This design comes from an exercise in tuning for a short achievable clock period and few clock cycles per item on the open sky130 flow, not from production work.
RTL that was checked went through simulation tests only; none was proved equivalent to the original.
No activity file was given, so power comes from the tool's default toggle rates.

==> v31: inputs <==
// be_top
module be_top
(
  input  wire logic                  clk_i,
  input  wire logic                  rst_n_i,
  input  wire logic [2:0]            decoded_op_i,
  input  wire logic [2:0]            decoded_rd_i,
  input  wire logic [2:0]            decoded_rs1_i,
  input  wire logic [2:0]            decoded_rs2_i,
  input  wire logic [15:0]           decoded_imm_i,
  input  wire logic [31:0]           decoded_pc_i,
  input  wire logic                  decoded_writes_rd_i,
  input  wire logic                  decoded_v_i,
  output logic                       rename_decode_ready_o,
  output logic                       be_fe_mispredict_o,
  output logic [31:0]                be_fe_redirected_pc_o,
  output logic                       commit_v_o,
  output logic [2:0]                 commit_rd_o,
  output logic                       commit_writes_o,
  output logic [31:0]                commit_data_o,
  output logic [31:0]                commit_pc_o
);
==> module be_top, before the edit <==
module be_top
(
  input  wire logic                  clk_i,
  input  wire logic                  rst_n_i,
  input  wire logic [2:0]            decoded_op_i,
  input  wire logic [2:0]            decoded_rd_i,
  input  wire logic [2:0]            decoded_rs1_i,
  input  wire logic [2:0]            decoded_rs2_i,
  input  wire logic [15:0]           decoded_imm_i,
  input  wire logic [31:0]           decoded_pc_i,
  input  wire logic                  decoded_writes_rd_i,
  input  wire logic                  decoded_v_i,
  output logic                       rename_decode_ready_o,
  output logic                       be_fe_mispredict_o,
  output logic [31:0]                be_fe_redirected_pc_o,
  output logic                       commit_v_o,
  output logic [2:0]                 commit_rd_o,
  output logic                       commit_writes_o,
  output logic [31:0]                commit_data_o,
  output logic [31:0]                commit_pc_o
);
  logic [31:0] arf_q [8];
  logic        e_v_q;
  logic [2:0]  e_rd_q;
  logic        e_wr_q;
  logic [31:0] e_pc_q;
  logic [15:0] e_imm_q;
  logic [31:0] e_a_q;
  logic [31:0] e_b_q;       
  logic        e_arith_q;   
  logic        e_sub_q;
  logic        e_and_q;
  logic        e_or_q;
  logic        e_xor_q;
  logic        e_beq_q;
  logic        e_bne_q;
  logic        c_v_q;
  logic        c_mp_q;
  logic [2:0]  c_rd_q;
  logic        c_wr_q;
  logic [31:0] c_data_q;
  logic [31:0] c_pc_q;
  logic [31:0] c_target_q;
  logic        fire;
  logic        e_go;
  logic        fwd1;
  logic        fwd2;
  logic        is_addi;
  logic        is_sub;
  logic [31:0] b_in;
  logic [31:0] rd1;
  logic [31:0] rd2;
  logic [31:0] imm_in;
  logic [31:0] imm_ext;
  logic [31:0] sum;
  logic [31:0] res;
  logic        taken;
  assign rename_decode_ready_o = !c_mp_q;
  assign fire = decoded_v_i && !c_mp_q;
  assign is_addi = (decoded_op_i == be_isa_pkg::OP_ADDI);
  assign is_sub  = (decoded_op_i == be_isa_pkg::OP_SUB);
  assign imm_in  = {{16{decoded_imm_i[15]}}, decoded_imm_i};
  assign fwd1    = e_v_q && e_wr_q && (e_rd_q == decoded_rs1_i);
  assign fwd2    = e_v_q && e_wr_q && (e_rd_q == decoded_rs2_i);
  assign rd1     = arf_q[decoded_rs1_i];
  assign rd2     = arf_q[decoded_rs2_i];
  assign b_in    = is_addi ? imm_in : (fwd2 ? res : rd2);
  assign imm_ext = {{16{e_imm_q[15]}}, e_imm_q};
  function automatic logic [31:0] ks_add(input logic [31:0] x, input logic [31:0] y,
                                         input logic cin);
    logic [31:0] g;
    logic [31:0] p;
    logic [31:0] gn;
    logic [31:0] pn;
    logic [32:0] c;
    g  = x & y;
    p  = x | y;
    g[0] = g[0] | (p[0] & cin);
    for (int d = 1; d < 32; d = d * 2)
    begin
      gn = g;
      pn = p;
      for (int i = d; i < 32; i++)
      begin
        gn[i] = g[i] | (p[i] & g[i-d]);
        pn[i] = p[i] & p[i-d];
      end
      g = gn;
      p = pn;
    end
    c[0] = cin;
    c[32:1] = g;
    ks_add = (x ^ c[31:0]) ^ y;
  endfunction
  assign sum     = ks_add(e_a_q, e_b_q, e_sub_q);
  always_comb
  begin
    res = '0;
    if (e_arith_q) res = res | sum;
    if (e_and_q)   res = res | (e_a_q & e_b_q);
    if (e_or_q)    res = res | (e_a_q | e_b_q);
    if (e_xor_q)   res = res | (e_a_q ^ e_b_q);
  end
  assign taken = (e_beq_q && (e_a_q == e_b_q)) || (e_bne_q && (e_a_q != e_b_q));
  assign e_go = e_v_q && !c_mp_q;
  always_ff @(posedge clk_i or negedge rst_n_i)
  begin
    if (!rst_n_i)
    begin
      e_v_q  <= 1'b0;
      c_v_q  <= 1'b0;
      c_mp_q <= 1'b0;
      for (int i = 0; i < 8; i++)
        arf_q[i] <= '0;
    end
    else
    begin
      e_v_q  <= fire;
      c_v_q  <= e_go;
      c_mp_q <= e_go && taken;
      for (int i = 0; i < 8; i++)
        if (e_go && e_wr_q && (e_rd_q == 3'(i)))
          arf_q[i] <= res;
    end
  end
  always_ff @(posedge clk_i)
  begin
    e_rd_q    <= decoded_rd_i;
    e_wr_q    <= decoded_writes_rd_i;
    e_pc_q    <= decoded_pc_i;
    e_imm_q   <= decoded_imm_i;
    e_a_q     <= fwd1 ? res : rd1;
    e_b_q     <= b_in ^ {32{is_sub}};
    e_arith_q <= (decoded_op_i == be_isa_pkg::OP_ADD) || (decoded_op_i == be_isa_pkg::OP_SUB)
              || (decoded_op_i == be_isa_pkg::OP_ADDI) || (decoded_op_i == be_isa_pkg::OP_BEQ)
              || (decoded_op_i == be_isa_pkg::OP_BNE);
    e_sub_q   <= (decoded_op_i == be_isa_pkg::OP_SUB);
    e_and_q   <= (decoded_op_i == be_isa_pkg::OP_AND);
    e_or_q    <= (decoded_op_i == be_isa_pkg::OP_OR);
    e_xor_q   <= (decoded_op_i == be_isa_pkg::OP_XOR);
    e_beq_q   <= (decoded_op_i == be_isa_pkg::OP_BEQ);
    e_bne_q   <= (decoded_op_i == be_isa_pkg::OP_BNE);
    c_rd_q     <= e_rd_q;
    c_wr_q     <= e_wr_q;
    c_data_q   <= res;
    c_pc_q     <= e_pc_q;
    c_target_q <= e_pc_q + imm_ext;
  end
  assign be_fe_mispredict_o    = c_mp_q;
  assign be_fe_redirected_pc_o = c_target_q;
  assign commit_v_o            = c_v_q;
  assign commit_rd_o           = c_rd_q;
  assign commit_writes_o       = c_wr_q;
  assign commit_data_o         = c_data_q;
  assign commit_pc_o           = c_pc_q;
endmodule
clock: 8.0 ns
lec_check: 0
abc_clock_period_in_ps: 2000
cap_margin: 20
core_margin: 2
core_utilization: 40
setup_slack_margin: 5
slew_margin: 20
standard.sh (not shown) runs the stock make flow with config.mk's settings and CLKGATE_MAP_FILE= SYNTH_SCRIPT=/design/flow/synth_recipe.tcl, a recipe that flattens the netlist after the stock synthesis.
==> flow/flow/run.sh <==
#!/bin/bash
set -euo pipefail
cd "$(dirname "$0")/.."
bash standard.sh ADDER_MAP_FILE= SETUP_SLACK_MARGIN=5.4 finish > make.log 2>&1
==> v36: changes against v31 <==
--- a/flow/design.v
+++ b/flow/design.v
@@ -62,7 +62,8 @@
   logic        e_beq_q;
   logic        e_bne_q;
   logic        c_v_q;
-  logic        c_mp_q;
+  logic        c_mp_q;      
+  logic        c_rdy_q;     
   logic [2:0]  c_rd_q;
   logic        c_wr_q;
   logic [31:0] c_data_q;
@@ -74,32 +75,38 @@
   logic        fwd2;
   logic        is_addi;
   logic        is_sub;
-  logic [31:0] b_in;
   logic [31:0] rd1;
   logic [31:0] rd2;
   logic [31:0] imm_in;
   logic [31:0] imm_ext;
-  logic [31:0] sum;
+  logic [31:0] carry;
+  logic [31:0] pg;
+  logic [31:0] lres;
+  logic [31:0] res0;        
+  logic [31:0] res1;        
   logic [31:0] res;
+  logic [31:0] a0;
+  logic [31:0] a1;
+  logic [31:0] b0;
+  logic [31:0] b1;
+  logic [31:0] bo;
+  logic [7:0]  we;
   logic        taken;
-  assign rename_decode_ready_o = !c_mp_q;
-  assign fire = decoded_v_i && !c_mp_q;
+  assign rename_decode_ready_o = c_rdy_q;
+  assign fire = decoded_v_i && c_rdy_q;
   assign is_addi = (decoded_op_i == be_isa_pkg::OP_ADDI);
   assign is_sub  = (decoded_op_i == be_isa_pkg::OP_SUB);
   assign imm_in  = {{16{decoded_imm_i[15]}}, decoded_imm_i};
   assign fwd1    = e_v_q && e_wr_q && (e_rd_q == decoded_rs1_i);
-  assign fwd2    = e_v_q && e_wr_q && (e_rd_q == decoded_rs2_i);
+  assign fwd2    = e_v_q && e_wr_q && (e_rd_q == decoded_rs2_i) && !is_addi;
   assign rd1     = arf_q[decoded_rs1_i];
   assign rd2     = arf_q[decoded_rs2_i];
-  assign b_in    = is_addi ? imm_in : (fwd2 ? res : rd2);
-  assign imm_ext = {{16{e_imm_q[15]}}, e_imm_q};
-  function automatic logic [31:0] ks_add(input logic [31:0] x, input logic [31:0] y,
-                                         input logic cin);
+  function automatic logic [31:0] ks_carry(input logic [31:0] x, input logic [31:0] y,
+                                           input logic cin);
     logic [31:0] g;
     logic [31:0] p;
     logic [31:0] gn;
     logic [31:0] pn;
-    logic [32:0] c;
     g  = x & y;
     p  = x | y;
     g[0] = g[0] | (p[0] & cin);
@@ -115,21 +122,26 @@
       g = gn;
       p = pn;
     end
-    c[0] = cin;
-    c[32:1] = g;
-    ks_add = (x ^ c[31:0]) ^ y;
+    ks_carry = {g[30:0], cin};
   endfunction
-  assign sum     = ks_add(e_a_q, e_b_q, e_sub_q);
+  assign carry = ks_carry(e_a_q, e_b_q, e_sub_q);
+  assign pg    = e_a_q ^ e_b_q;
+  assign lres  = ({32{e_and_q}} & (e_a_q & e_b_q))
+               | ({32{e_or_q}}  & (e_a_q | e_b_q))
+               | ({32{e_xor_q}} & pg);
+  assign res0  = e_arith_q ? pg  : lres;
+  assign res1  = e_arith_q ? ~pg : lres;
+  assign res   = (carry & res1) | (~carry & res0);
+  assign bo    = is_addi ? imm_in : rd2;
+  assign a0    = fwd1 ? res0 : rd1;
+  assign a1    = fwd1 ? res1 : rd1;
+  assign b0    = (fwd2 ? res0 : bo) ^ {32{is_sub}};
+  assign b1    = (fwd2 ? res1 : bo) ^ {32{is_sub}};
+  assign taken = (e_beq_q && (e_a_q == e_b_q)) || (e_bne_q && (e_a_q != e_b_q));
+  assign e_go = e_v_q && c_rdy_q;
   always_comb
-  begin
-    res = '0;
-    if (e_arith_q) res = res | sum;
-    if (e_and_q)   res = res | (e_a_q & e_b_q);
-    if (e_or_q)    res = res | (e_a_q | e_b_q);
-    if (e_xor_q)   res = res | (e_a_q ^ e_b_q);
-  end
-  assign taken = (e_beq_q && (e_a_q == e_b_q)) || (e_bne_q && (e_a_q != e_b_q));
-  assign e_go = e_v_q && !c_mp_q;
+    for (int i = 0; i < 8; i++)
+      we[i] = e_go && e_wr_q && (e_rd_q == 3'(i));
   always_ff @(posedge clk_i or negedge rst_n_i)
   begin
     if (!rst_n_i)
@@ -137,6 +149,7 @@
       e_v_q  <= 1'b0;
       c_v_q  <= 1'b0;
       c_mp_q <= 1'b0;
+      c_rdy_q <= 1'b1;
       for (int i = 0; i < 8; i++)
         arf_q[i] <= '0;
     end
@@ -145,8 +158,9 @@
       e_v_q  <= fire;
       c_v_q  <= e_go;
       c_mp_q <= e_go && taken;
+      c_rdy_q <= !(e_go && taken);
       for (int i = 0; i < 8; i++)
-        if (e_go && e_wr_q && (e_rd_q == 3'(i)))
+        if (we[i])
           arf_q[i] <= res;
     end
   end
@@ -156,12 +170,12 @@
     e_wr_q    <= decoded_writes_rd_i;
     e_pc_q    <= decoded_pc_i;
     e_imm_q   <= decoded_imm_i;
-    e_a_q     <= fwd1 ? res : rd1;
-    e_b_q     <= b_in ^ {32{is_sub}};
+    e_a_q     <= (carry & a1) | (~carry & a0);
+    e_b_q     <= (carry & b1) | (~carry & b0);
     e_arith_q <= (decoded_op_i == be_isa_pkg::OP_ADD) || (decoded_op_i == be_isa_pkg::OP_SUB)
               || (decoded_op_i == be_isa_pkg::OP_ADDI) || (decoded_op_i == be_isa_pkg::OP_BEQ)
               || (decoded_op_i == be_isa_pkg::OP_BNE);
-    e_sub_q   <= (decoded_op_i == be_isa_pkg::OP_SUB);
+    e_sub_q   <= is_sub;
     e_and_q   <= (decoded_op_i == be_isa_pkg::OP_AND);
     e_or_q    <= (decoded_op_i == be_isa_pkg::OP_OR);
     e_xor_q   <= (decoded_op_i == be_isa_pkg::OP_XOR);
@@ -173,6 +187,7 @@
     c_pc_q     <= e_pc_q;
     c_target_q <= e_pc_q + imm_ext;
   end
+  assign imm_ext = {{16{e_imm_q[15]}}, e_imm_q};
   assign be_fe_mispredict_o    = c_mp_q;
   assign be_fe_redirected_pc_o = c_target_q;
   assign commit_v_o            = c_v_q;
==> flow/flow/run.sh (replaced) <==
#!/bin/bash
set -euo pipefail
cd "$(dirname "$0")/.."
bash standard.sh ADDER_MAP_FILE= SETUP_SLACK_MARGIN=5.5 finish > make.log 2>&1
==> v29: changes against v31 <==
--- a/flow/design.v
+++ b/flow/design.v
@@ -62,7 +62,8 @@
   logic        e_beq_q;
   logic        e_bne_q;
   logic        c_v_q;
-  logic        c_mp_q;
+  logic        c_mp_q;      
+  logic        c_rdy_q;     
   logic [2:0]  c_rd_q;
   logic        c_wr_q;
   logic [31:0] c_data_q;
@@ -74,32 +75,38 @@
   logic        fwd2;
   logic        is_addi;
   logic        is_sub;
-  logic [31:0] b_in;
   logic [31:0] rd1;
   logic [31:0] rd2;
   logic [31:0] imm_in;
   logic [31:0] imm_ext;
-  logic [31:0] sum;
+  logic [31:0] carry;
+  logic [31:0] pg;
+  logic [31:0] lres;
+  logic [31:0] res0;        
+  logic [31:0] res1;        
   logic [31:0] res;
+  logic [31:0] a0;
+  logic [31:0] a1;
+  logic [31:0] b0;
+  logic [31:0] b1;
+  logic [31:0] bo;
+  logic [7:0]  we;
   logic        taken;
-  assign rename_decode_ready_o = !c_mp_q;
-  assign fire = decoded_v_i && !c_mp_q;
+  assign rename_decode_ready_o = c_rdy_q;
+  assign fire = decoded_v_i && c_rdy_q;
   assign is_addi = (decoded_op_i == be_isa_pkg::OP_ADDI);
   assign is_sub  = (decoded_op_i == be_isa_pkg::OP_SUB);
   assign imm_in  = {{16{decoded_imm_i[15]}}, decoded_imm_i};
   assign fwd1    = e_v_q && e_wr_q && (e_rd_q == decoded_rs1_i);
-  assign fwd2    = e_v_q && e_wr_q && (e_rd_q == decoded_rs2_i);
+  assign fwd2    = e_v_q && e_wr_q && (e_rd_q == decoded_rs2_i) && !is_addi;
   assign rd1     = arf_q[decoded_rs1_i];
   assign rd2     = arf_q[decoded_rs2_i];
-  assign b_in    = is_addi ? imm_in : (fwd2 ? res : rd2);
-  assign imm_ext = {{16{e_imm_q[15]}}, e_imm_q};
-  function automatic logic [31:0] ks_add(input logic [31:0] x, input logic [31:0] y,
-                                         input logic cin);
+  function automatic logic [31:0] ks_carry(input logic [31:0] x, input logic [31:0] y,
+                                           input logic cin);
     logic [31:0] g;
     logic [31:0] p;
     logic [31:0] gn;
     logic [31:0] pn;
-    logic [32:0] c;
     g  = x & y;
     p  = x | y;
     g[0] = g[0] | (p[0] & cin);
@@ -115,21 +122,26 @@
       g = gn;
       p = pn;
     end
-    c[0] = cin;
-    c[32:1] = g;
-    ks_add = (x ^ c[31:0]) ^ y;
+    ks_carry = {g[30:0], cin};
   endfunction
-  assign sum     = ks_add(e_a_q, e_b_q, e_sub_q);
+  assign carry = ks_carry(e_a_q, e_b_q, e_sub_q);
+  assign pg    = e_a_q ^ e_b_q;
+  assign lres  = ({32{e_and_q}} & (e_a_q & e_b_q))
+               | ({32{e_or_q}}  & (e_a_q | e_b_q))
+               | ({32{e_xor_q}} & pg);
+  assign res0  = e_arith_q ? pg  : lres;
+  assign res1  = e_arith_q ? ~pg : lres;
+  assign res   = (carry & res1) | (~carry & res0);
+  assign bo    = is_addi ? imm_in : rd2;
+  assign a0    = fwd1 ? res0 : rd1;
+  assign a1    = fwd1 ? res1 : rd1;
+  assign b0    = (fwd2 ? res0 : bo) ^ {32{is_sub}};
+  assign b1    = (fwd2 ? res1 : bo) ^ {32{is_sub}};
+  assign taken = (e_beq_q && (e_a_q == e_b_q)) || (e_bne_q && (e_a_q != e_b_q));
+  assign e_go = e_v_q && c_rdy_q;
   always_comb
-  begin
-    res = '0;
-    if (e_arith_q) res = res | sum;
-    if (e_and_q)   res = res | (e_a_q & e_b_q);
-    if (e_or_q)    res = res | (e_a_q | e_b_q);
-    if (e_xor_q)   res = res | (e_a_q ^ e_b_q);
-  end
-  assign taken = (e_beq_q && (e_a_q == e_b_q)) || (e_bne_q && (e_a_q != e_b_q));
-  assign e_go = e_v_q && !c_mp_q;
+    for (int i = 0; i < 8; i++)
+      we[i] = e_go && e_wr_q && (e_rd_q == 3'(i));
   always_ff @(posedge clk_i or negedge rst_n_i)
   begin
     if (!rst_n_i)
@@ -137,6 +149,7 @@
       e_v_q  <= 1'b0;
       c_v_q  <= 1'b0;
       c_mp_q <= 1'b0;
+      c_rdy_q <= 1'b0;
       for (int i = 0; i < 8; i++)
         arf_q[i] <= '0;
     end
@@ -145,8 +158,9 @@
       e_v_q  <= fire;
       c_v_q  <= e_go;
       c_mp_q <= e_go && taken;
+      c_rdy_q <= !(e_go && taken);
       for (int i = 0; i < 8; i++)
-        if (e_go && e_wr_q && (e_rd_q == 3'(i)))
+        if (we[i])
           arf_q[i] <= res;
     end
   end
@@ -156,12 +170,12 @@
     e_wr_q    <= decoded_writes_rd_i;
     e_pc_q    <= decoded_pc_i;
     e_imm_q   <= decoded_imm_i;
-    e_a_q     <= fwd1 ? res : rd1;
-    e_b_q     <= b_in ^ {32{is_sub}};
+    e_a_q     <= (carry & a1) | (~carry & a0);
+    e_b_q     <= (carry & b1) | (~carry & b0);
     e_arith_q <= (decoded_op_i == be_isa_pkg::OP_ADD) || (decoded_op_i == be_isa_pkg::OP_SUB)
               || (decoded_op_i == be_isa_pkg::OP_ADDI) || (decoded_op_i == be_isa_pkg::OP_BEQ)
               || (decoded_op_i == be_isa_pkg::OP_BNE);
-    e_sub_q   <= (decoded_op_i == be_isa_pkg::OP_SUB);
+    e_sub_q   <= is_sub;
     e_and_q   <= (decoded_op_i == be_isa_pkg::OP_AND);
     e_or_q    <= (decoded_op_i == be_isa_pkg::OP_OR);
     e_xor_q   <= (decoded_op_i == be_isa_pkg::OP_XOR);
@@ -173,6 +187,7 @@
     c_pc_q     <= e_pc_q;
     c_target_q <= e_pc_q + imm_ext;
   end
+  assign imm_ext = {{16{e_imm_q[15]}}, e_imm_q};
   assign be_fe_mispredict_o    = c_mp_q;
   assign be_fe_redirected_pc_o = c_target_q;
   assign commit_v_o            = c_v_q;
==> flow/flow/run.sh (replaced) <==
#!/bin/bash
# Own layout flow: the standard ORFS flow (standard.sh) with changes only to how the
# layout is made; the clock period, IO delays and loads stay as in constraint.sdc:
#  - synthesis leaves adders to ABC instead of mapping them onto full/half adder cells
#    (ADDER_MAP_FILE empty), so the ALU's carry logic can be timing-optimised;
#  - slow high-stack cells (maj3, or3/or4, nor4) are added to the platform's don't-use
#    list, for synthesis and the resizer alike;
set -euo pipefail
cd "$(dirname "$0")/.."
PL=$(make -s -C "$FLOW_HOME" DESIGN_CONFIG="$PWD/config.mk" print-DONT_USE_CELLS | sed -n 's/^DONT_USE_CELLS: //p')
SLOW=""
for c in maj3 or3 or3b or4 or4b or4bb nor4 nor4b nor4bb; do
  for s in 1 2 4; do SLOW="$SLOW sky130_fd_sc_hd__${c}_$s"; done
done
echo "DONT_USE_CELLS=$PL$SLOW" > dont_use.log
bash standard.sh ADDER_MAP_FILE= SETUP_SLACK_MARGIN=5.5 "DONT_USE_CELLS=$PL$SLOW" finish > make.log 2>&1
==> v32: changes against v31 <==
--- a/flow/design.v
+++ b/flow/design.v
@@ -73,8 +73,6 @@
   logic        fwd1;
   logic        fwd2;
   logic        is_addi;
-  logic        is_sub;
-  logic [31:0] b_in;
   logic [31:0] rd1;
   logic [31:0] rd2;
   logic [31:0] imm_in;
@@ -85,13 +83,11 @@
   assign rename_decode_ready_o = !c_mp_q;
   assign fire = decoded_v_i && !c_mp_q;
   assign is_addi = (decoded_op_i == be_isa_pkg::OP_ADDI);
-  assign is_sub  = (decoded_op_i == be_isa_pkg::OP_SUB);
   assign imm_in  = {{16{decoded_imm_i[15]}}, decoded_imm_i};
   assign fwd1    = e_v_q && e_wr_q && (e_rd_q == decoded_rs1_i);
   assign fwd2    = e_v_q && e_wr_q && (e_rd_q == decoded_rs2_i);
   assign rd1     = arf_q[decoded_rs1_i];
   assign rd2     = arf_q[decoded_rs2_i];
-  assign b_in    = is_addi ? imm_in : (fwd2 ? res : rd2);
   assign imm_ext = {{16{e_imm_q[15]}}, e_imm_q};
   function automatic logic [31:0] ks_add(input logic [31:0] x, input logic [31:0] y,
                                          input logic cin);
@@ -119,7 +115,7 @@
     c[32:1] = g;
     ks_add = (x ^ c[31:0]) ^ y;
   endfunction
-  assign sum     = ks_add(e_a_q, e_b_q, e_sub_q);
+  assign sum     = ks_add(e_a_q, e_b_q ^ {32{e_sub_q}}, e_sub_q);
   always_comb
   begin
     res = '0;
@@ -157,7 +153,7 @@
     e_pc_q    <= decoded_pc_i;
     e_imm_q   <= decoded_imm_i;
     e_a_q     <= fwd1 ? res : rd1;
-    e_b_q     <= b_in ^ {32{is_sub}};
+    e_b_q     <= is_addi ? imm_in : (fwd2 ? res : rd2);
     e_arith_q <= (decoded_op_i == be_isa_pkg::OP_ADD) || (decoded_op_i == be_isa_pkg::OP_SUB)
               || (decoded_op_i == be_isa_pkg::OP_ADDI) || (decoded_op_i == be_isa_pkg::OP_BEQ)
               || (decoded_op_i == be_isa_pkg::OP_BNE);
==> flow/run.sh (new file) <==
#!/bin/bash
# synth_recipe.tcl (not shown) runs the flow's synth.tcl, then flattens the netlist and writes it again
# the make line also repeats each setting of config.mk as NAME=value (left out here)
make -C /OpenROAD-flow-scripts/flow DESIGN_CONFIG=/design/flow/config.mk WORK_HOME=/design/flow/orfs CLKGATE_MAP_FILE= SYNTH_SCRIPT=/design/flow/synth_recipe.tcl finish
removed: flow/flow/run.sh
removed: flow/standard.sh
==> metrics.md <==
| Metric | Value |
|---|---|
| Pin count of the biggest net entering global routing | `184` |
| Clock buf/inv share | `under 10%` |
| Signal buffers | `approximately 420` |
| Synth Register Bits | `482` |
| Status | `complete, no violations` |
| Overall Power | `0.01363 W` |
| Synth area leaders | `dfrtp_1 28%, dfxtp_1 19%, mux4_2 6.8%` |
| CP most frequent cell | `buf_6` |
| Inverters | `54` |
| CLK BUF | `80` |
-- figures above: v31

==> metrics.md <==
| Metric | Value |
|---|---|
| Pin count of the biggest net entering global routing | `112` |
| CP most frequent cell | `a21oi_4` |
| CLK BUF | `76` |
| Synth area leaders | `dfrtp_1 27%, dfxtp_1 19%, nand2_1 7.5%` |
| Status | `complete, no violations` |
| Signal buffers | `roughly 440` |
| Clock buf/inv share | `around 5.3%` |
| Synth Register Bits | `about 480` |
| Inverters | `62` |
-- figures above: v29

==> metrics.md <==
| Metric | Value |
|---|---|
| Status | `complete, no violations` |
| Synth area leaders | `dfrtp_1 27%, dfxtp_1 19%, nand2_1 7.9%` |
| Post-CTS resize count | `~1100` |
| Inverters | `62` |
| FFs & Latches | `approximately 480` |
| Flop2flop setup slack | `slightly above 5 ns` |
| Max Clk Rate | `approximately 0.34 GHz` |
| Overall Power | `about 0.013 W` |
| Global route hottest layer | `met2` |
| Clock buf/inv share | `under 10%` |
| Signal buffers | `450` |
| CP most frequent cell | `maj3_2` |
| Pin count of the biggest net entering global routing | `124` |
| Synth Register Bits | `483` |
-- figures above: v36

==> metrics.md <==
| Metric | Value |
|---|---|
| Status | `complete, no violations` |
| Number of vias per cell | `approximately 6` |
| Synth area leaders | `dfrtp_1 25%, dfxtp_1 17%, o21ai_0 5.6%` |
| Clock buf/inv share | `5.670%` |
| Overall Power | `roughly 0.013 W` |
| Synth Register Bits | `about 480` |
| CLK BUF | `75` |
| Pin count of the biggest net entering global routing | `approximately 180` |
| Post-Synthesis Cells | `about 2900` |
| Signal buffers | `approximately 340` |
| Inverters | `130` |
-- figures above: v32

Testbench counts of v29, summed over its fixed seeds: cycles 4,300, items 3,536.
Function not checked in v31, v36 and v32: the RTL went through the layout flow alone.

-- port drivers added, routing unchanged --
The results above use ideal ports. As a check the final layouts listed here were re-extracted and re-timed, cells and wires unchanged. Step 1 assumes that a clkbuf_16 drives the clock port and a buf_2 every other input. Step 2 times the ports against the registers' clock, not the clock port: input delays grow and output delays shrink by t, the midpoint of the rising clock arrivals with the driver on. Three values: no drivers, after step 1, after step 2; two values: the first two.
run | t, ns | slack for setup (ns) | worst hold slack (ns) | clock arrival spread, ns
v31 | 0.673 | 4.707 / 4.707 / 4.342 | 0.357 / 0.357 / 0.357 | 0.035 / 0.035
v36 | 0.676 | 5.055 / 5.016 / 4.340 | 0.361 / 0.361 / 0.361 | 0.034 / 0.034
v29 | 0.676 | 5.174 / 5.101 / 4.424 | 0.364 / 0.364 / 0.364 | 0.053 / 0.053
v32 | 0.666 | 4.671 / 4.671 / 4.278 | 0.357 / 0.357 / 0.357 | 0.040 / 0.040
After both steps every run listed still meets setup and hold. The setup slack of v29, which loses most, moves by -0.073 ns with the drivers and by -0.750 ns with both steps.
